This design comes from an exercise in tuning for small area on the open sky130 flow, not from production work.
In this exercise RTL edits were held to simulation tests only and were not proved equivalent to the original.
No activity file was given, so power comes from the tool's default toggle rates.

==> flow/flow/run.sh <==
#!/bin/bash
# Standard ORFS layout with these changes:
#  - synthesis maps logic with the area-only ABC script in flow/abc_area.script
#    (same yosys flow, registers untouched; ABC buffers are removed at floorplan)
#  - port buffers are buf_1
#  - CTS without dummy loads, with clkbuf_8 clusters of up to 21 sinks, 50 um across
set -euo pipefail
mkdir -p scripts_mod
for f in "$FLOW_HOME"/scripts/*; do ln -sf "$f" scripts_mod/; done
rm -f scripts_mod/abc_area.script
cp flow/abc_area.script scripts_mod/abc_area.script
export SCRIPTS_DIR="$PWD/scripts_mod"
export BUFFER_PORTS_ARGS="-buffer_cell sky130_fd_sc_hd__buf_1"
export REMOVE_ABC_BUFFERS=1
export CTS_ARGS="-sink_clustering_enable -repair_clock_nets -dont_use_dummy_load -sink_clustering_size 21 -sink_clustering_max_diameter 50 -buf_list sky130_fd_sc_hd__clkbuf_8"
bash standard.sh > standard.log 2>&1
==> flow/flow/abc_area.script <==
strash
dc2
&get -n
&deepsyn -T 60 -S 7
&put
dch -f
amap -F 2 -A 8
topo
==> flow/standard.sh <==
#!/bin/bash
# synth_recipe.tcl (not shown) runs the flow's synth.tcl, then flattens the netlist and writes it again
# the make line also repeats each setting of config.mk as NAME=value (left out here)
make -C /OpenROAD-flow-scripts/flow DESIGN_CONFIG=/design/flow/config.mk WORK_HOME=/design/flow/orfs CLKGATE_MAP_FILE= SYNTH_SCRIPT=/design/flow/synth_recipe.tcl "${@:-finish}"
==> flow/config.mk <==
export PLATFORM = sky130hd
export DESIGN_NAME = rv_top
export DESIGN_NICKNAME = rv_top
export VERILOG_FILES = /design/flow/design.v
export SDC_FILE = /design/flow/constraint.sdc
export NUM_CORES = 4
export LEC_CHECK = 0
export ABC_AREA = 1
export CAP_MARGIN = 0
export CORE_MARGIN = 2
export CORE_UTILIZATION = 62
export PLACE_DENSITY = 0.66
export SLEW_MARGIN = 0
==> flow/constraint.sdc <==
create_clock -name core_clock -period 16.0 [get_ports {clk}]
set_input_delay 3.2000 -clock core_clock [delete_from_list [all_inputs] [get_ports {clk}]]
set_output_delay 3.2000 -clock core_clock [all_outputs]
set_load 0.01 [all_outputs]
==> flow/design.v <==
`timescale 1ns/1ps
`default_nettype none
module rv_top (
    input  logic        clk,
    input  logic        reset,
    output logic [31:0] inst_addr,
    input  logic [31:0] inst_data,
    input  logic        inst_valid,
    output logic        halted,
    output logic        retire_valid,
    output logic        retire_rd_wen,
    output logic [31:0] retire_pc,
    output logic [4:0]  retire_rd_addr,
    output logic [31:0] retire_rd_data
);
    localparam logic [3:0] C_NOP   = 4'd0;
    localparam logic [3:0] C_LUI   = 4'd1;
    localparam logic [3:0] C_AUIPC = 4'd2;
    localparam logic [3:0] C_JAL   = 4'd3;
    localparam logic [3:0] C_JALR  = 4'd4;
    localparam logic [3:0] C_BR    = 4'd5;
    localparam logic [3:0] C_OPI   = 4'd6;
    localparam logic [3:0] C_OP    = 4'd7;
    localparam logic [3:0] C_EBRK  = 4'd8;
    logic [3:0]  ph;         
    logic        clr;        
    logic        irv;        
    logic        ex;         
    logic        post;       
    logic        taken;      
    logic        wen;        
    logic        halt_q;
    logic [4:0]  wb_rd;
    logic [31:0] pc;         
    logic [31:1] pc_q;       
    logic [31:0] npc;        
    logic [31:0] r;          
    logic [31:7] ir;
    logic [3:0]  cls;
    logic        c_main, c_tgt, c_inc, neq, dly;
    logic [4:0]  s_reg;
    logic is_lui, is_auipc, is_jal, is_jalr, is_br, is_opi, is_op, is_ebrk, is_alu;
    logic [2:0] f3;
    logic [4:0] rd;
    logic       rd_wen;
    assign is_lui   = (cls == C_LUI);
    assign is_auipc = (cls == C_AUIPC);
    assign is_jal   = (cls == C_JAL);
    assign is_jalr  = (cls == C_JALR);
    assign is_br    = (cls == C_BR);
    assign is_opi   = (cls == C_OPI);
    assign is_op    = (cls == C_OP);
    assign is_ebrk  = (cls == C_EBRK);
    assign is_alu   = is_op | is_opi;
    assign f3       = ir[14:12];
    assign rd       = ir[11:7];
    assign rd_wen   = (is_lui | is_auipc | is_jal | is_jalr | is_alu) && (rd != 5'd0);
    logic [3:0] cls_in;
    always_comb begin
        case (inst_data[6:0])
            7'b0110111: cls_in = C_LUI;
            7'b0010111: cls_in = C_AUIPC;
            7'b1101111: cls_in = C_JAL;
            7'b1100111: cls_in = C_JALR;
            7'b1100011: cls_in = C_BR;
            7'b0010011: cls_in = C_OPI;
            7'b0110011: cls_in = C_OP;
            default:    cls_in = C_NOP;
        endcase
        if (inst_data == 32'h0010_0073) cls_in = C_EBRK;
    end
    logic [1:0] immb;
    logic       fu, fj, fb, fi, sg;
    assign fu = is_lui || is_auipc;
    assign fj = is_jal;
    assign fb = is_br;
    assign fi = !(fu || fj || fb);
    assign sg = ir[31];
    logic       use_a, use_u;
    logic [3:0] mi;
    logic [1:0] pair;
    assign use_a = (ph <= 4'd5) && !fu;
    assign use_u = (ph >= 4'd6) && (fu || (fj && ph <= 4'd9));
    assign mi    = use_a ? ph + 4'd10 : ph;
    always_comb begin
        case (mi)
            4'd6:    pair = ir[13:12];
            4'd7:    pair = ir[15:14];
            4'd8:    pair = ir[17:16];
            4'd9:    pair = ir[19:18];
            4'd10:   pair = ir[21:20];
            4'd11:   pair = ir[23:22];
            4'd12:   pair = ir[25:24];
            4'd13:   pair = ir[27:26];
            4'd14:   pair = ir[29:28];
            default: pair = ir[31:30];
        endcase
        if (use_a || use_u) immb = pair;
        else if (fu) immb = 2'b00;
        else immb = {sg, sg};
        if (ph == 4'd0) begin
            immb[0] = pair[0] && fi;
            if (fb) immb[1] = ir[8];
        end
        if (ph == 4'd1 && fb) immb = ir[10:9];
        if (ph == 4'd2 && fb) immb[0] = ir[11];
        if (ph == 4'd5 && fb) immb[1] = ir[7];
        if (ph == 4'd5 && fj) immb[1] = ir[20];
    end
    logic        wb_act;
    logic [1:0]  wdat;
    logic [1:0]  tap [0:31];
    assign wb_act = post && wen;
    assign wdat   = clr ? 2'b00 : r[1:0];
    assign tap[0] = 2'b00;
    logic [3:0] wsa;
    logic [7:0] wsb;
    always_comb begin
        for (int i = 0; i < 4; i++) wsa[i] = clr || (wb_act && (wb_rd[1:0] == i));
        for (int i = 0; i < 8; i++) wsb[i] = clr || (wb_rd[4:2] == i);
    end
    for (genvar gi = 1; gi < 32; gi++) begin : g_rf
        logic [31:0] q;
        logic        sel;
        assign sel = wsa[gi % 4] && wsb[gi / 4];
        always_ff @(posedge clk) begin
            q <= {(sel ? wdat : q[1:0]), q[31:2]};
        end
        assign tap[gi] = q[1:0];
    end
    logic       cap, ret;
    logic [4:0] ra1;
    assign ret = post && (ph == 4'd0);
    assign cap = inst_valid && !irv && !halt_q && !ret;
    assign ra1 = cap ? inst_data[19:15] : ir[19:15];
    logic [1:0] l1a [0:7];
    logic [1:0] l1b [0:7];
    always_comb begin
        for (int g = 0; g < 8; g++) begin
            l1a[g] = tap[4 * g + ra1[1:0]];
            l1b[g] = tap[4 * g + ir[21:20]];
        end
    end
    logic [1:0] a, b, rs2b, pcb;
    assign a    = l1a[ra1[4:2]];
    assign rs2b = l1b[ir[24:22]];
    assign b    = (is_opi || is_jalr) ? immb : rs2b;
    assign pcb  = npc[1:0];
    logic       sub, p0, p1;
    logic [1:0] bx, sm, tg, inc;
    logic       cm_in, cm0, cm1, ct_in, ct0, ct1, ci_in, ci0, ci1;
    assign sub   = is_br || (is_alu && (f3 == 3'b010 || f3 == 3'b011))
                || (is_op && f3 == 3'b000 && ir[30]);
    assign bx    = b ^ {2{sub}};
    assign cm_in = (ph == 4'd0) ? sub : c_main;
    assign sm[0] = a[0] ^ bx[0] ^ cm_in;
    assign cm0   = (a[0] & bx[0]) | (cm_in & (a[0] ^ bx[0]));
    assign sm[1] = a[1] ^ bx[1] ^ cm0;
    assign cm1   = (a[1] & bx[1]) | (cm0 & (a[1] ^ bx[1]));
    assign ct_in = (ph != 4'd0) && c_tgt;
    assign tg[0] = pcb[0] ^ immb[0] ^ ct_in;
    assign ct0   = (pcb[0] & immb[0]) | (ct_in & (pcb[0] ^ immb[0]));
    assign tg[1] = pcb[1] ^ immb[1] ^ ct0;
    assign ct1   = (pcb[1] & immb[1]) | (ct0 & (pcb[1] ^ immb[1]));
    assign ci_in  = (ph == 4'd1) || ((ph != 4'd0) && c_inc);
    assign inc[0] = pcb[0] ^ ci_in;
    assign ci0    = pcb[0] & ci_in;
    assign inc[1] = pcb[1] ^ ci0;
    assign ci1    = pcb[1] & ci0;
    logic neq_now, eq, lt, ltu, take_now;
    assign neq_now = ((ph != 4'd0) && neq) || (a != b);
    assign eq      = !neq_now;
    assign ltu     = !cm1;
    assign lt      = (a[1] ^ b[1]) ? a[1] : sm[1];
    always_comb begin
        case (f3)
            3'b000:  take_now = eq;
            3'b001:  take_now = !eq;
            3'b100:  take_now = lt;
            3'b101:  take_now = !lt;
            3'b110:  take_now = ltu;
            3'b111:  take_now = !ltu;
            default: take_now = 1'b0;
        endcase
    end
    logic       rsh, sll, slt;
    logic [4:0] s_eff;
    logic [3:0] m;
    logic [1:0] y;
    assign rsh = is_alu && (f3 == 3'b101);
    assign sll = is_alu && (f3 == 3'b001);
    assign slt = is_alu && (f3[2:1] == 2'b01);
    always_comb begin
        case (ph)
            4'd0:    s_eff = {3'b000, b};
            4'd1:    s_eff = {1'b0, b, s_reg[1:0]};
            4'd2:    s_eff = {b[0], s_reg[3:0]};
            default: s_eff = s_reg;
        endcase
    end
    assign m    = s_eff[4:1];
    assign y[0] = s_eff[0] ? ((ph != 4'd0) && dly) : a[0];
    assign y[1] = s_eff[0] ? a[0] : a[1];
    logic [1:0] res, nstr;
    logic       hold, fix, fill;
    logic signed [6:0] q;
    always_comb begin
        res = 2'b00;
        if (is_br || is_auipc) res = tg;
        else if (is_jal || is_jalr) res = inc;
        else if (is_lui) res = immb;
        else if (is_alu) begin
            case (f3)
                3'b000:  res = sm;
                3'b001:  res = y;
                3'b010:  res = {1'b0, lt};
                3'b011:  res = {1'b0, ltu};
                3'b100:  res = a ^ b;
                3'b101:  res = a;
                3'b110:  res = a | b;
                default: res = a & b;
            endcase
        end
        if (is_jal) nstr = tg;
        else if (is_jalr) nstr = {sm[1], sm[0] && (ph != 4'd0)};
        else nstr = inc;
    end
    logic sg_pre, sg_fwd;
    assign sg_fwd = clr || (wb_act && (wb_rd == ra1));
    assign fill = ex && rsh && ir[30] && sg_pre;
    assign fix  = ex && sll && (ph == 4'd2) && (m == 4'd15);
    assign hold = ex && sll && (ph >= 4'd2) && ({1'b0, ph} + {1'b0, m} >= 5'd16) && !fix;
    logic [4:0]  u;
    logic [31:0] at_ins;     
    logic [1:0]  ins;
    logic        be, bo;
    logic [31:0] r_next;
    always_comb begin
        if (ex && rsh) u = ~s_eff;
        else if (ex && slt) u = 5'd1;
        else u = 5'd31;
        for (int p = 0; p < 32; p++) at_ins[p] = (u == p) || (u == p + 1);
    end
    assign ins = ex ? res : 2'b00;
    assign be  = u[0] ? ins[0] : ins[1];
    assign bo  = u[0] ? ins[1] : ins[0];
    always_comb begin
        for (int p = 0; p < 32; p++) begin
            if (hold || (fix && p < 28)) r_next[p] = r[p];
            else if (fix) r_next[p] = (p >= 30) ? r[(p >= 2) ? p - 2 : 0] : 1'b0;
            else if (at_ins[p]) r_next[p] = (p % 2 == 0) ? be : bo;
            else if (p >= 30) r_next[p] = fill;
            else r_next[p] = r[(p < 30) ? p + 2 : 31];
        end
    end
    always_ff @(posedge clk) begin
        r <= r_next;
        if (ph == 4'd15) sg_pre <= sg_fwd ? wdat[1] : a[1];
        dly <= a[1];
        c_main <= cm1;
        c_tgt  <= ct1;
        c_inc  <= ci1;
        neq    <= neq_now;
        if (ph == 4'd0) s_reg[1:0] <= b;
        if (ph == 4'd1) s_reg[3:2] <= b;
        if (ph == 4'd2) s_reg[4]   <= b[0];
        if (cap) begin
            ir  <= inst_data[31:7];
            cls <= cls_in;
        end
        if (ex) npc <= {nstr, npc[31:2]};
        else if (clr) npc <= {(ph == 4'd15), 1'b0, npc[31:2]};
        else if (post && taken) npc <= {r[1:0], npc[31:2]};
        else npc <= {npc[1:0], npc[31:2]};
        if (ph == 4'd15 && ex) begin
            taken <= is_br && take_now;
            wen   <= rd_wen;
            wb_rd <= rd;
        end
    end
    always_ff @(posedge clk) begin
        if (reset) begin
            ph     <= 4'd0;
            clr    <= 1'b1;
            irv    <= 1'b0;
            ex     <= 1'b0;
            post   <= 1'b0;
            halt_q <= 1'b0;
            pc_q   <= 31'h4000_0000;
        end else begin
            ph <= ph + 4'd1;
            if (cap) irv <= 1'b1;
            if (ph == 4'd15) begin
                clr  <= 1'b0;
                post <= ex;
                ex   <= (irv || cap) && !ex && !halt_q;
                if (ex) begin
                    irv <= 1'b0;
                    if (is_ebrk) halt_q <= 1'b1;
                end
            end
            if (ret) pc_q <= taken ? r[31:1] : npc[31:1];
        end
    end
    assign pc             = {pc_q, 1'b0};
    assign inst_addr      = pc;
    assign halted         = halt_q;
    assign retire_valid   = ret;
    assign retire_pc      = pc;
    assign retire_rd_wen  = wen;
    assign retire_rd_addr = wb_rd;
    assign retire_rd_data = r;
endmodule
`default_nettype wire
==> flow_metrics.py, run 1 <==
metrics = {
    "global_route": {
        "gr-total-overflow": 0,
        "grt.met1_usage": 0.343,
        "grt_pass1_wl_microns": 83700,
        "grt.busiest_layer": "met2",
        "grt_use_met2": 0.361,
        "grt_use_total": 0.237,
        "grt_max_degree": 37,
        "gr-usage-met3": 0.0439,
        "grt_pass1_vias": 14300,
        "antenna_found_initial": 0,
    },
    "clocking": {
        "postCtsSetupRepairBufs": 0,
        "htree_levels": 3,
        "cts.clk_slew.worst_paths_ns": 0.11,
        "clock-sinks": 1143,
        "ctsHoldBuffers": 0,
        "cts_buffers": 71,
        "cts_max_path_buffers": 3,
        "clock_latency_ns": 0.67,
        "root_buffer": "clkbuf_8",
        "cts_resized": 0,
        "cts_tree": "yes",
    },
    "min_path": {
        "min-delay-start": "g_rf[23].q[20]$_DFF_P_",
        "worstHoldPathType": "reg2reg",
        "min_to": "g_rf[23].q[18]$_DFF_P_",
        "min_path_cells": 0,
    },
    "synthesis": {
        "yosys_warnings": 4,
        "synth_most_common_cell": "dfxtp_1",
        "synth_area_leaders": "dfxtp_1, edfxtp_1, clkinv_1, nor2_1, o22ai_1",
        "async_flop_share": 0,
        "synth_cell_types": 50,
        "synth_seq_cells": 1143,
        "syn_area_per_cell_sq_um": 14.1,
        "synth_top_cell_by_area": "dfxtp_1",
        "synth_edf_count": 74,
        "synth_area_sq_um": 28400,
        "synth_top_area_frac": 0.754,
        "ys_seq_area_frac": 0.832,
        "syn_inst": 2016,
        "yosys_most_used_dff": "dfxtp_1",
        "synth_commonest_cells": "dfxtp_1, clkinv_1, nor2_1",
    },
    "finish": {
        "num_antenna_cells": 0,
        "top_register": "g_rf.q",
        "syn_to_final_growth_pct": 7.48,
        "layout-drive-gt1-share": 0.0413,
        "fin_nets": 2262,
        "top_regs": "g_rf.q (992), npc (32), r (32)",
        "post_layout_nonfiller_instances": 2806,
        "postLayoutCellArea_sq_um": 30500,
        "largest_reg_flops": 992,
    },
    "power": {
        "cellLeakagePower_nw": 11.6,
        "total_power_mw": 4.18,
        "max-vdd-ir-drop_v": 0.000124,
        "pwr_density_cell_nw_per_um2": 137,
    },
    "drt": {
        "drc_errors": 0,
        "drt_wl_total_microns": 56000,
        "dr.pass1.iters": 8,
        "routed_via_density": 5.29,
        "drt_iter0_markers": 1330,
        "wl_per_cell_microns": 20.0,
        "vias": 14900,
        "postRouteAntennaNets": 0,
    },
    "critical_path": {
        "cp-start-kind": "input pin",
        "r2r-end": "r[22]$_SDFFCE_PP0N_",
        "r2r_slack_ns": 6.80,
        "worstPathRequired_ns": 16.45,
        "endpoint_kind": "flop",
        "cp-startpoint": "inst_valid",
        "reg2reg_depth": 26,
        "cp.arrival_ns": 10.16,
        "r2r-start": "ph[0]$_SDFF_PP0_",
        "critPathMaxFanout": 36,
        "crit_type": "in2reg",
    },
    "timing": {
        "timing.fmax_ghz": 0.103,
        "slew_violations": 0,
        "setup_tns_ns": 0,
        "final_hold_viol_count": 0,
        "fin_skew_ns": 0.0922,
        "period_share": 0.607,
        "rsz0062_at_grt": "false",
        "setup_viol": 0,
        "slew_headroom": 0.156,
        "worst_slew_pin_slew_ns": 1.26,
        "finalCriticalPeriod_ns": 9.72,
    },
    "floorplanning": {
        "die_area_sq_um": 47500,
        "io_pins": 139,
        "rows": 78,
        "core_area_sq_um": 45300,
        "start_util": 0.627,
        "fp.dieW_microns": 218,
        "die_height_microns": 218,
    },
    "placement": {
        "hpwlAfterDp_microns": 40300,
        "port_buffers": 136,
        "postPlaceCellArea_sq_um": 29500,
        "routabilityCongestion": 0.926,
        "placedCellCount": 2735,
    },
    "outcome": {
        "status": "no timing/DRC/antenna violations",
    },
    "flow_run": {
        "cap_violations": 0,
    },
}
[per-layer routing]
| metal | up-vias | share of wire |
|---|---|---|
| li1 | 7117 | - |
| met1 | 7114 | 0.47 |
| met2 | 530 | 0.44 |
| met3 | 94 | 0.064 |
| met4 | 0 | 0.025 |
| met5 | - | 0 |
[cell type report]
type                            count  area (sq um)
Sequential cell                  1143         23600
Fill cell                        3094         14800
Multi-Input combinational cell    661          3870
Clock buffer                       71           977
Tap cell                          600           751
Inverter                          180           676
Timing Repair Buffer              151           623
[how the worst max path moves through the flow]
stage                                      to  slack (ns)  cells past startpoint
after floorplan           r[19]$_SDFFCE_PP0N_        3.82                     21
after global placement    r[26]$_SDFFCE_PP0N_        5.98                     23
after detailed placement  r[22]$_SDFFCE_PP0N_        5.88                     23
after CTS                 r[22]$_SDFFCE_PP0N_        6.53                     23
after global routing      r[22]$_SDFFCE_PP0N_        5.78                     23
final                     r[22]$_SDFFCE_PP0N_        6.28                     23
[cells in the final DEF (no fill, tap or decap), drive strengths merged, types with 3 or more instances in the layout]
cell type	count
o221ai	12
o32ai	4
nor2b	9
clkbuf	71
nand3	8
a22o	4
edfxtp	74
buf	151
a22oi	3
clkinv	180
ha	15
o311ai	3
o21a	5
a31oi	17
nand2	56
nor3	20
o21ai	90
nor2	168
dfxtp	1069
o211ai	5
fa	4
a211oi	7
or2	6
o31ai	3
a21oi	51
a2111oi	13
a221oi	11
or3	4
o22ai	74
a222oi	37
or4	6
[worst max-delay path: stages]
cell	delay, ns
buf_1	0.12
nor4b_2	0.20
buf_4	0.42
clkinv_1	0.25
o22ai_1	0.52
clkinv_1	0.22
nor2_1	0.58
clkinv_1	0.48
o22ai_1	0.26
a2111oi_0	0.11
a21oi_1	0.17
o21ai_0	0.11
o22ai_1	0.39
clkinv_1	0.25
fa_1	0.47
fa_1	0.50
a221oi_1	0.32
o22ai_1	0.11
nand3_1	0.10
o21ai_0	0.12
o22ai_1	0.59
o21ai_0	0.36
o21ai_0	0.26
[cells by family (layout without fill, tap and decap cells)]
| family | count (synthesis) | count (layout) | share of synthesized area |
|---|---|---|---|
| AOI/OAI and AO/OA | 354 | 354 | 0.0833 |
| buffers and inverters | 213 | 402 | 0.0325 |
| adders and majority gates | 19 | 19 | 0.00943 |
| DFF | 1143 | 1143 | 0.832 |
| other | 1 | 2 | 0.000132 |
| and+or+nand+nor | 286 | 286 | 0.0426 |
[power breakdown]
part / switching, mW / internal [mW]
clock network: 0.757 / 0.402
logic: 0.0913 / 0.0405
registers: 0.0108 / 2.88
[metrics by stage]
step	utilization	hold slack [ns]	worst slack (ns)
final	0.674	0.237	6.28
after global routing	0.674	0.238	5.78
after CTS	0.674	0.234	6.53
after detailed placement	0.652	0.312	5.88
after global placement	0.652	0.310	5.98
after floorplan	-	0.310	3.82
==> run 2: changes to the inputs <==
--- a/flow/design.v
+++ b/flow/design.v
@@ -110,9 +110,11 @@
     logic        wb_act;
     logic [1:0]  wdat;
     logic [1:0]  tap [0:31];
+    logic [1:0]  tap2 [0:31];   
     assign wb_act = post && wen;
     assign wdat   = clr ? 2'b00 : r[1:0];
     assign tap[0] = 2'b00;
+    assign tap2[0] = 2'b00;
     logic [3:0] wsa;
     logic [7:0] wsb;
     always_comb begin
@@ -127,23 +129,27 @@
             q <= {(sel ? wdat : q[1:0]), q[31:2]};
         end
         assign tap[gi] = q[1:0];
+        assign tap2[gi] = q[3:2];
     end
     logic       cap, ret;
-    logic [4:0] ra1;
+    logic [4:0] ra1, ra2;
+    logic [1:0] rs2e, rs2d;
     assign ret = post && (ph == 4'd0);
     assign cap = inst_valid && !irv && !halt_q && !ret;
     assign ra1 = cap ? inst_data[19:15] : ir[19:15];
+    assign ra2 = cap ? inst_data[24:20] : ir[24:20];
     logic [1:0] l1a [0:7];
     logic [1:0] l1b [0:7];
     always_comb begin
         for (int g = 0; g < 8; g++) begin
             l1a[g] = tap[4 * g + ra1[1:0]];
-            l1b[g] = tap[4 * g + ir[21:20]];
+            l1b[g] = tap2[4 * g + ra2[1:0]];
         end
     end
     logic [1:0] a, b, rs2b, pcb;
     assign a    = l1a[ra1[4:2]];
-    assign rs2b = l1b[ir[24:22]];
+    assign rs2e = l1b[ra2[4:2]];
+    assign rs2b = rs2d;
     assign b    = (is_opi || is_jalr) ? immb : rs2b;
     assign pcb  = npc[1:0];
     logic       sub, p0, p1;
@@ -192,17 +198,16 @@
     assign slt = is_alu && (f3[2:1] == 2'b01);
     always_comb begin
         case (ph)
-            4'd0:    s_eff = {3'b000, b};
-            4'd1:    s_eff = {1'b0, b, s_reg[1:0]};
-            4'd2:    s_eff = {b[0], s_reg[3:0]};
-            default: s_eff = s_reg;
+            4'd0:    s_eff = is_opi ? ir[24:20] : {1'b0, rs2e, rs2d};
+            4'd1:    s_eff = is_opi ? ir[24:20] : {rs2e[0], s_reg[3:0]};
+            default: s_eff = is_opi ? ir[24:20] : s_reg;
         endcase
     end
     assign m    = s_eff[4:1];
     assign y[0] = s_eff[0] ? ((ph != 4'd0) && dly) : a[0];
     assign y[1] = s_eff[0] ? a[0] : a[1];
     logic [1:0] res, nstr;
-    logic       hold, fix, fill;
+    logic       hold, fill;
     logic signed [6:0] q;
     always_comb begin
         res = 2'b00;
@@ -228,8 +233,7 @@
     logic sg_pre, sg_fwd;
     assign sg_fwd = clr || (wb_act && (wb_rd == ra1));
     assign fill = ex && rsh && ir[30] && sg_pre;
-    assign fix  = ex && sll && (ph == 4'd2) && (m == 4'd15);
-    assign hold = ex && sll && (ph >= 4'd2) && ({1'b0, ph} + {1'b0, m} >= 5'd16) && !fix;
+    assign hold = ex && sll && ({1'b0, ph} + {1'b0, m} >= 5'd16);
     logic [4:0]  u;
     logic [31:0] at_ins;     
     logic [1:0]  ins;
@@ -246,8 +250,7 @@
     assign bo  = u[0] ? ins[1] : ins[0];
     always_comb begin
         for (int p = 0; p < 32; p++) begin
-            if (hold || (fix && p < 28)) r_next[p] = r[p];
-            else if (fix) r_next[p] = (p >= 30) ? r[(p >= 2) ? p - 2 : 0] : 1'b0;
+            if (hold) r_next[p] = r[p];
             else if (at_ins[p]) r_next[p] = (p % 2 == 0) ? be : bo;
             else if (p >= 30) r_next[p] = fill;
             else r_next[p] = r[(p < 30) ? p + 2 : 31];
@@ -261,9 +264,9 @@
         c_tgt  <= ct1;
         c_inc  <= ci1;
         neq    <= neq_now;
-        if (ph == 4'd0) s_reg[1:0] <= b;
-        if (ph == 4'd1) s_reg[3:2] <= b;
-        if (ph == 4'd2) s_reg[4]   <= b[0];
+        rs2d <= rs2e;
+        if (ph == 4'd0) s_reg[3:0] <= {rs2e, rs2d};
+        if (ph == 4'd1) s_reg[4]   <= rs2e[0];
         if (cap) begin
             ir  <= inst_data[31:7];
             cls <= cls_in;
==> flow/flow/run.sh (replaced) <==
#!/bin/bash
# Standard ORFS layout with these changes:
#  - synthesis maps logic with the area-only ABC script in flow/abc_area.script
#    (same yosys flow, registers untouched; ABC buffers are removed at floorplan)
#  - port buffers are buf_1
#  - CTS without dummy loads, with clkbuf_8 clusters of up to 18 sinks, 60 um across
set -euo pipefail
mkdir -p scripts_mod
for f in "$FLOW_HOME"/scripts/*; do ln -sf "$f" scripts_mod/; done
rm -f scripts_mod/abc_area.script
cp flow/abc_area.script scripts_mod/abc_area.script
export SCRIPTS_DIR="$PWD/scripts_mod"
export BUFFER_PORTS_ARGS="-buffer_cell sky130_fd_sc_hd__buf_1"
export REMOVE_ABC_BUFFERS=1
export CTS_ARGS="-sink_clustering_enable -repair_clock_nets -dont_use_dummy_load -sink_clustering_size 18 -sink_clustering_max_diameter 60 -buf_list sky130_fd_sc_hd__clkbuf_8"
bash standard.sh > standard.log 2>&1
--- a/flow/config.mk
+++ b/flow/config.mk
@@ -8,6 +8,5 @@
 export ABC_AREA = 1
 export CAP_MARGIN = 0
 export CORE_MARGIN = 2
-export CORE_UTILIZATION = 62
-export PLACE_DENSITY = 0.66
+export CORE_UTILIZATION = 58
 export SLEW_MARGIN = 0
==> flow_metrics.py, run 2 <==
metrics = {
    "finish": {
        "fin_nets": 2226,
        "num_antenna_cells": 0,
        "mostFrequentLayoutCells": "dfxtp_1, nor2_1, buf_1, clkinv_1, a21oi_1",
        "largest_reg_flops": 992,
        "layout-drive-gt1-share": 0.0415,
        "top_regs": "g_rf.q (992), npc (32), r (32)",
        "final_common_cell": "dfxtp_1",
        "postLayoutCellArea_sq_um": 30400,
        "syn_to_final_growth_pct": 7.66,
        "post_layout_nonfiller_instances": 2786,
        "fillers": 3542,
        "top_register": "g_rf.q",
    },
    "drt": {
        "routed_via_density": 5.16,
        "drt_wl_total_microns": 53300,
        "drt_iter0_markers": 1145,
        "vias": 14400,
        "postRouteAntennaNets": 0,
        "drc_errors": 0,
        "dr.pass1.iters": 7,
        "wl_per_cell_microns": 19.1,
    },
    "critical_path": {
        "worstPathRequired_ns": 16.34,
        "critical_path.max_stage_delay_ns": 0.64,
        "crit_top_cell": "clkinv_1",
        "r2r_slack_ns": 6.55,
        "crit_type": "in2reg",
        "cp.arrival_ns": 10.14,
        "cp-start-kind": "input pin",
        "endpoint_kind": "flop",
        "cp_slowest_cell": "nor2_1",
        "critPathMaxFanout": 41,
    },
    "timing": {
        "rsz0062_at_grt": "false",
        "fin_skew_ns": 0.120,
        "worst_slew_pin_slew_ns": 1.26,
        "timing.fmax_ghz": 0.102,
        "finalCriticalPeriod_ns": 9.80,
        "slew_violations": 0,
        "period_share": 0.613,
        "final_hold_viol_count": 0,
        "slew_headroom": 0.160,
        "setup_viol": 0,
        "setup_tns_ns": 0,
        "hold-worst-slack_ns": 0.290,
    },
    "global_route": {
        "grt_use_met2": 0.325,
        "antenna_found_initial": 0,
        "grt.busiest_layer": "met2",
        "grt_pass1_vias": 13600,
        "gr-usage-met3": 0.0423,
        "grt_use_total": 0.213,
        "grt_pass1_wl_microns": 79800,
        "grt.met1_usage": 0.307,
        "gr-total-overflow": 0,
        "grt_max_degree": 42,
    },
    "floorplanning": {
        "start_util": 0.590,
        "die_area_sq_um": 50400,
        "rows": 80,
        "io_pins": 139,
        "die_height_microns": 225,
        "fp.dieW_microns": 225,
        "core_area_sq_um": 47800,
    },
    "placement": {
        "hpwlAfterDp_microns": 37500,
        "port_buffers": 136,
        "postPlaceCellArea_sq_um": 29400,
        "routabilityCongestion": 0.899,
        "placedCellCount": 2711,
    },
    "power": {
        "max-vdd-ir-drop_v": 0.000123,
        "total_power_mw": 4.24,
        "cellLeakagePower_nw": 11.7,
        "pwr_density_cell_nw_per_um2": 139,
    },
    "synthesis": {
        "yosys_warnings": 5,
        "synth_cell_types": 43,
        "synth_top_cell_by_area": "dfxtp_1",
        "synth_commonest_cells": "dfxtp_1, nor2_1, clkinv_1",
        "yosys_most_used_dff": "dfxtp_1",
        "async_flop_share": 0,
        "synth_most_common_cell": "dfxtp_1",
        "ys_seq_area_frac": 0.838,
        "synth_area_sq_um": 28200,
        "synth_top_area_frac": 0.760,
        "synth_seq_cells": 1145,
        "syn_inst": 1983,
        "synth_area_leaders": "dfxtp_1, edfxtp_1, nor2_1, a21oi_1, a222oi_1",
        "synth_edf_count": 74,
        "syn_area_per_cell_sq_um": 14.2,
    },
    "clocking": {
        "cts_tree": "yes",
        "clock-sinks": 1145,
        "htree_levels": 3,
        "cts_max_path_buffers": 3,
        "clock_latency_ns": 0.71,
        "ctsHoldBuffers": 0,
        "cts_resized": 0,
        "postCtsSetupRepairBufs": 0,
        "root_buffer": "clkbuf_8",
        "cts.clk_slew.worst_paths_ns": 0.10,
        "cts_buffers": 75,
    },
    "outcome": {
        "status": "no timing/DRC/antenna violations",
    },
    "min_path": {
        "worstHoldPathType": "reg2reg",
    },
    "flow_run": {
        "cap_violations": 0,
    },
}
==> run 2: cell types whose count changed after synthesis, moves of 11 or more <==
cell and delta:
a21oi_1 +55, nor2_1 +64, clkinv_1 -45, a2111oi_0 -11
o21ai_0 -50, a222oi_1 +16, o22ai_1 -28, nand2_1 -23
==> run 2: report_power, final <==
part           total (mW)  internal [mW]  switching [mW]
clock                1.19          0.423           0.769
combinational       0.144         0.0417           0.102
sequential           2.90           2.89          0.0106
==> run 2: routing by layer <==
layer  vias up  share of wire  routed length (microns)
li1       7030              -                        -
met2       438           0.44                    23400
met1      6803           0.48                    25500
met3       103          0.056                     2970
met5         -              0                        0
met4         0          0.027                     1460
==> run 2: worst paths after layout <==
path | start | to | cells past startpoint
setup / recovery | inst_valid | r[2]$_DFFE_PN_ | 26
hold / removal | g_rf[2].q[4]$_DFF_P_ | g_rf[2].q[2]$_DFF_P_ | 0
setup reg to reg | ph[0]$_SDFF_PP0_ | r[2]$_DFFE_PN_ | 29
hold reg to reg | g_rf[2].q[4]$_DFF_P_ | g_rf[2].q[2]$_DFF_P_ | 0
==> run 2: kinds of logic (layout without fill, tap and decap cells) <==
family	Yosys count	count (layout)	share of synthesized area
DFF	1145	1145	0.838
AOI/OAI and AO/OA	326	326	0.0781
and+or+nand+nor	325	325	0.0477
buffers and inverters	168	355	0.0267
adders and majority gates	18	18	0.00904
other	1	2	0.000133
==> run 2: through the flow <==
step	setup slack, ns	utilization
finish	6.20	0.635
global route	5.35	0.635
CTS	6.18	0.635
detailed placement	5.52	0.614
global placement	5.79	0.614
floorplan	2.69	-
==> run 2: area by class of cell <==
cell class / count / area, sq um / share of cell area
Sequential cell: 1145 / 23700 / 0.779
Timing Repair Buffer: 145 / 578 / 0.0190
Multi-Input combinational cell: 671 / 3840 / 0.126
Tap cell: 615 / 769 / 0.0253
Clock buffer: 75 / 1030 / 0.0340
Inverter: 135 / 507 / 0.0167
==> run 2: worst max-delay path, delay by kind of cell <==
family	cells	cell delay [ns]
fa+ha+maj	2	0.98
buf+inv	7	1.97
compound gates	14	3.07
simple gates	3	0.90
==> run 3: changes to the inputs <==
==> flow/flow/run.sh (replaced) <==
#!/bin/bash
# Standard ORFS layout with these changes:
#  - synthesis maps logic with the area-only ABC script in flow/abc_area.script
#    (same yosys flow, registers untouched; ABC buffers are removed at floorplan)
#  - port buffers are buf_1
#  - CTS without dummy loads, with clkbuf_8 clusters of up to 20 sinks, 60 um across
set -euo pipefail
mkdir -p scripts_mod
for f in "$FLOW_HOME"/scripts/*; do ln -sf "$f" scripts_mod/; done
rm -f scripts_mod/abc_area.script
cp flow/abc_area.script scripts_mod/abc_area.script
export SCRIPTS_DIR="$PWD/scripts_mod"
export BUFFER_PORTS_ARGS="-buffer_cell sky130_fd_sc_hd__buf_1"
export REMOVE_ABC_BUFFERS=1
export CTS_ARGS="-sink_clustering_enable -repair_clock_nets -dont_use_dummy_load -sink_clustering_size 20 -sink_clustering_max_diameter 60 -buf_list sky130_fd_sc_hd__clkbuf_8"
bash standard.sh > standard.log 2>&1
==> flow_metrics.py, run 3 <==
metrics = {
    "outcome": {
        "status": "no timing/DRC/antenna violations",
    },
    "drt": {
        "top_layer": "met5",
        "routed_via_density": 5.18,
        "postRouteAntennaNets": 0,
        "drt_iter0_markers": 1103,
        "wl_per_cell_microns": 19.2,
        "drt_wl_total_microns": 53400,
        "wirelength_met1_microns": 25200,
        "vias": 14400,
        "dr.pass1.iters": 8,
        "wl_met2_microns": 23900,
        "drc_errors": 0,
        "met3WireLength_microns": 3060,
    },
    "critical_path": {
        "cp_slowest_cell": "nor2_1",
        "worstPathRequired_ns": 16.33,
        "cp.arrival_ns": 10.15,
        "crit_top_cell": "clkinv_1",
        "critical_path.max_stage_delay_ns": 0.65,
        "crit_type": "in2reg",
        "cp-start-kind": "input pin",
        "cp.buffers_inverters": 7,
        "endpoint_kind": "flop",
        "critPathMaxFanout": 41,
        "crit_family": "compound AO/OA/AOI/OAI gates",
    },
    "clocking": {
        "cts_resized": 0,
        "cts_max_path_buffers": 3,
        "clock_latency_ns": 0.69,
        "cts_tree": "yes",
        "cts.clk_slew.worst_paths_ns": 0.11,
        "cts_buffers": 70,
        "htree_levels": 3,
        "clock-sinks": 1145,
        "ctsHoldBuffers": 0,
        "root_buffer": "clkbuf_8",
        "postCtsSetupRepairBufs": 0,
    },
    "power": {
        "pwr-share-clk": 0.276,
        "total_power_mw": 4.20,
        "cellLeakagePower_nw": 11.7,
        "pwr-share-seq": 0.690,
        "swShare": 0.208,
        "max-vdd-ir-drop_v": 0.000115,
        "p_int_mw": 3.33,
        "switchingPower_uw": 876,
        "pwr_density_cell_nw_per_um2": 139,
        "combinationalPowerShare": 0.034,
    },
    "finish": {
        "post_layout_nonfiller_instances": 2782,
        "syn_to_final_growth_pct": 7.43,
        "top_regs": "g_rf.q (992), npc (32), r (32)",
        "fin_nets": 2221,
        "final_common_cell": "dfxtp_1",
        "postLayoutCellArea_sq_um": 30300,
        "top_register": "g_rf.q",
        "mostFrequentLayoutCells": "dfxtp_1, nor2_1, buf_1, clkinv_1, a21oi_1",
        "layout-drive-gt1-share": 0.0392,
        "largest_reg_flops": 992,
    },
    "global_route": {
        "grt_use_total": 0.214,
        "grt_max_degree": 42,
        "gr-total-overflow": 0,
        "grt_pass1_wl_microns": 80200,
        "antenna_found_initial": 5,
        "grt_pass1_vias": 13600,
    },
    "timing": {
        "worst_slew_pin_slew_ns": 1.25,
        "finalCriticalPeriod_ns": 9.82,
        "period_share": 0.613,
        "rsz0062_at_grt": "false",
        "slew_headroom": 0.169,
        "timing.fmax_ghz": 0.102,
        "setup_viol": 0,
        "setup_tns_ns": 0,
        "slew_violations": 0,
        "final_hold_viol_count": 0,
        "fin_skew_ns": 0.110,
    },
    "synthesis": {
        "yosys_most_used_dff": "dfxtp_1",
        "synth_commonest_cells": "dfxtp_1, nor2_1, clkinv_1",
        "synth_top_cell_by_area": "dfxtp_1",
        "ys_seq_area_frac": 0.838,
        "synth_edf_count": 74,
        "syn_inst": 1983,
        "synth_area_sq_um": 28200,
        "yosys_warnings": 5,
        "synth_area_leaders": "dfxtp_1, edfxtp_1, nor2_1, a21oi_1, a222oi_1",
        "synth_cell_types": 43,
        "synth_most_common_cell": "dfxtp_1",
        "synth_top_area_frac": 0.760,
        "syn_area_per_cell_sq_um": 14.2,
        "synth_seq_cells": 1145,
        "async_flop_share": 0,
    },
    "floorplanning": {
        "die_height_microns": 225,
        "start_util": 0.590,
        "rows": 80,
        "fp.dieW_microns": 225,
        "die_area_sq_um": 50400,
        "io_pins": 139,
        "core_area_sq_um": 47800,
    },
    "placement": {
        "postPlaceCellArea_sq_um": 29400,
        "routabilityCongestion": 0.899,
        "hpwlAfterDp_microns": 37500,
        "placedCellCount": 2711,
        "port_buffers": 136,
    },
    "flow_run": {
        "cap_violations": 0,
    },
    "min_path": {
        "worstHoldPathType": "reg2reg",
    },
}
## run 3: cell count changes in the layout (fill, tap and decap cells not counted), sizes merged
| cell | delta |
|---|---|
| diode | +1 |
| clkbuf | -5 |
## run 3: cell type report
cell class              count  area, sq um
inverters                 135          507
repair buffers            145          578
fillers                  3553        17500
clock buffers              70          963
multi-input cells         671         3840
well taps                 615          769
diodes                      1         2.50
flip-flops and latches   1145        23700
## run 3: path summary, 6_finish.rpt
check                                             from               endpoint  slack (ns)  cells after the start
worst min register to register  g_rf[26].q[11]$_DFF_P_  g_rf[26].q[9]$_DFF_P_        0.30                      0
worst max-delay path                        inst_valid         r[2]$_DFFE_PN_        6.18                     26
worst min-delay path            g_rf[26].q[11]$_DFF_P_  g_rf[26].q[9]$_DFF_P_        0.30                      0
worst max register to register        ph[0]$_SDFF_PP0_         r[2]$_DFFE_PN_        6.54                     29
## run 3: per-stage QoR
stage | util | hold WS (ns) | worst slack, ns
3_5_place_dp | 0.614 | 0.312 | 5.52
4_1_cts | 0.634 | 0.284 | 6.18
2_1_floorplan | - | 0.310 | 2.69
3_3_place_gp | 0.614 | 0.310 | 5.79
5_1_grt | 0.634 | 0.292 | 5.35
6_report | 0.634 | 0.296 | 6.18
## run 3: power by group through the flow
stage	sequential (mW)	clock, mW	combinational (mW)
global placement	2.97	0	0.142
finish	2.90	1.16	0.144
floorplan	2.96	0	0.0901
detailed placement	2.97	0	0.142
global route	2.90	1.30	0.159
CTS	2.90	1.20	0.143
## run 3: cell families after synthesis
group,after synthesis,synth area share
DFF,1145,0.838
other,1,0.000133
AOI/OAI and AO/OA,326,0.0781
adders and majority gates,18,0.00904
and+or+nand+nor,325,0.0477
buffers and inverters,168,0.0267
## run 3: layer usage
metal	up-vias	global-route usage
met5	-	0
met4	4	0.0743
met3	92	0.0411
met2	442	0.331
met1	6836	0.304
li1	7034	-

-- static timing again, ports no longer ideal --
In the flow no input, the clock included, has a driving cell. The finished layouts below were timed again as built, in two steps.
Step 1 sets driving cells, clkbuf_16 on the clock port and buf_2 on the other inputs (assumed; they add their load-dependent delay and slew).
Step 2 also shifts input and output timing later by t, the mid clock arrival at the registers, as if the neighbouring blocks saw the same clock.
Three values: no drivers, after step 1, after step 2; two values: the first two.
run	t (ns)	setup slack, ns	worst setup path after step 2	worst register clock-pin slew, ns	cell pins on the clock port's net
run 1	0.672	6.284 / 6.310 / 5.638	input to register	0.12 / 0.12	1
run 2	0.697	6.200 / 6.227 / 5.530	input to register	0.11 / 0.11	1
run 3	0.686	6.185 / 6.212 / 5.526	input to register	0.13 / 0.13	1
After both steps setup and hold are still met in every run listed. The setup slack of run 2, which loses most, moves by +0.027 ns with the drivers and by -0.670 ns with both steps.
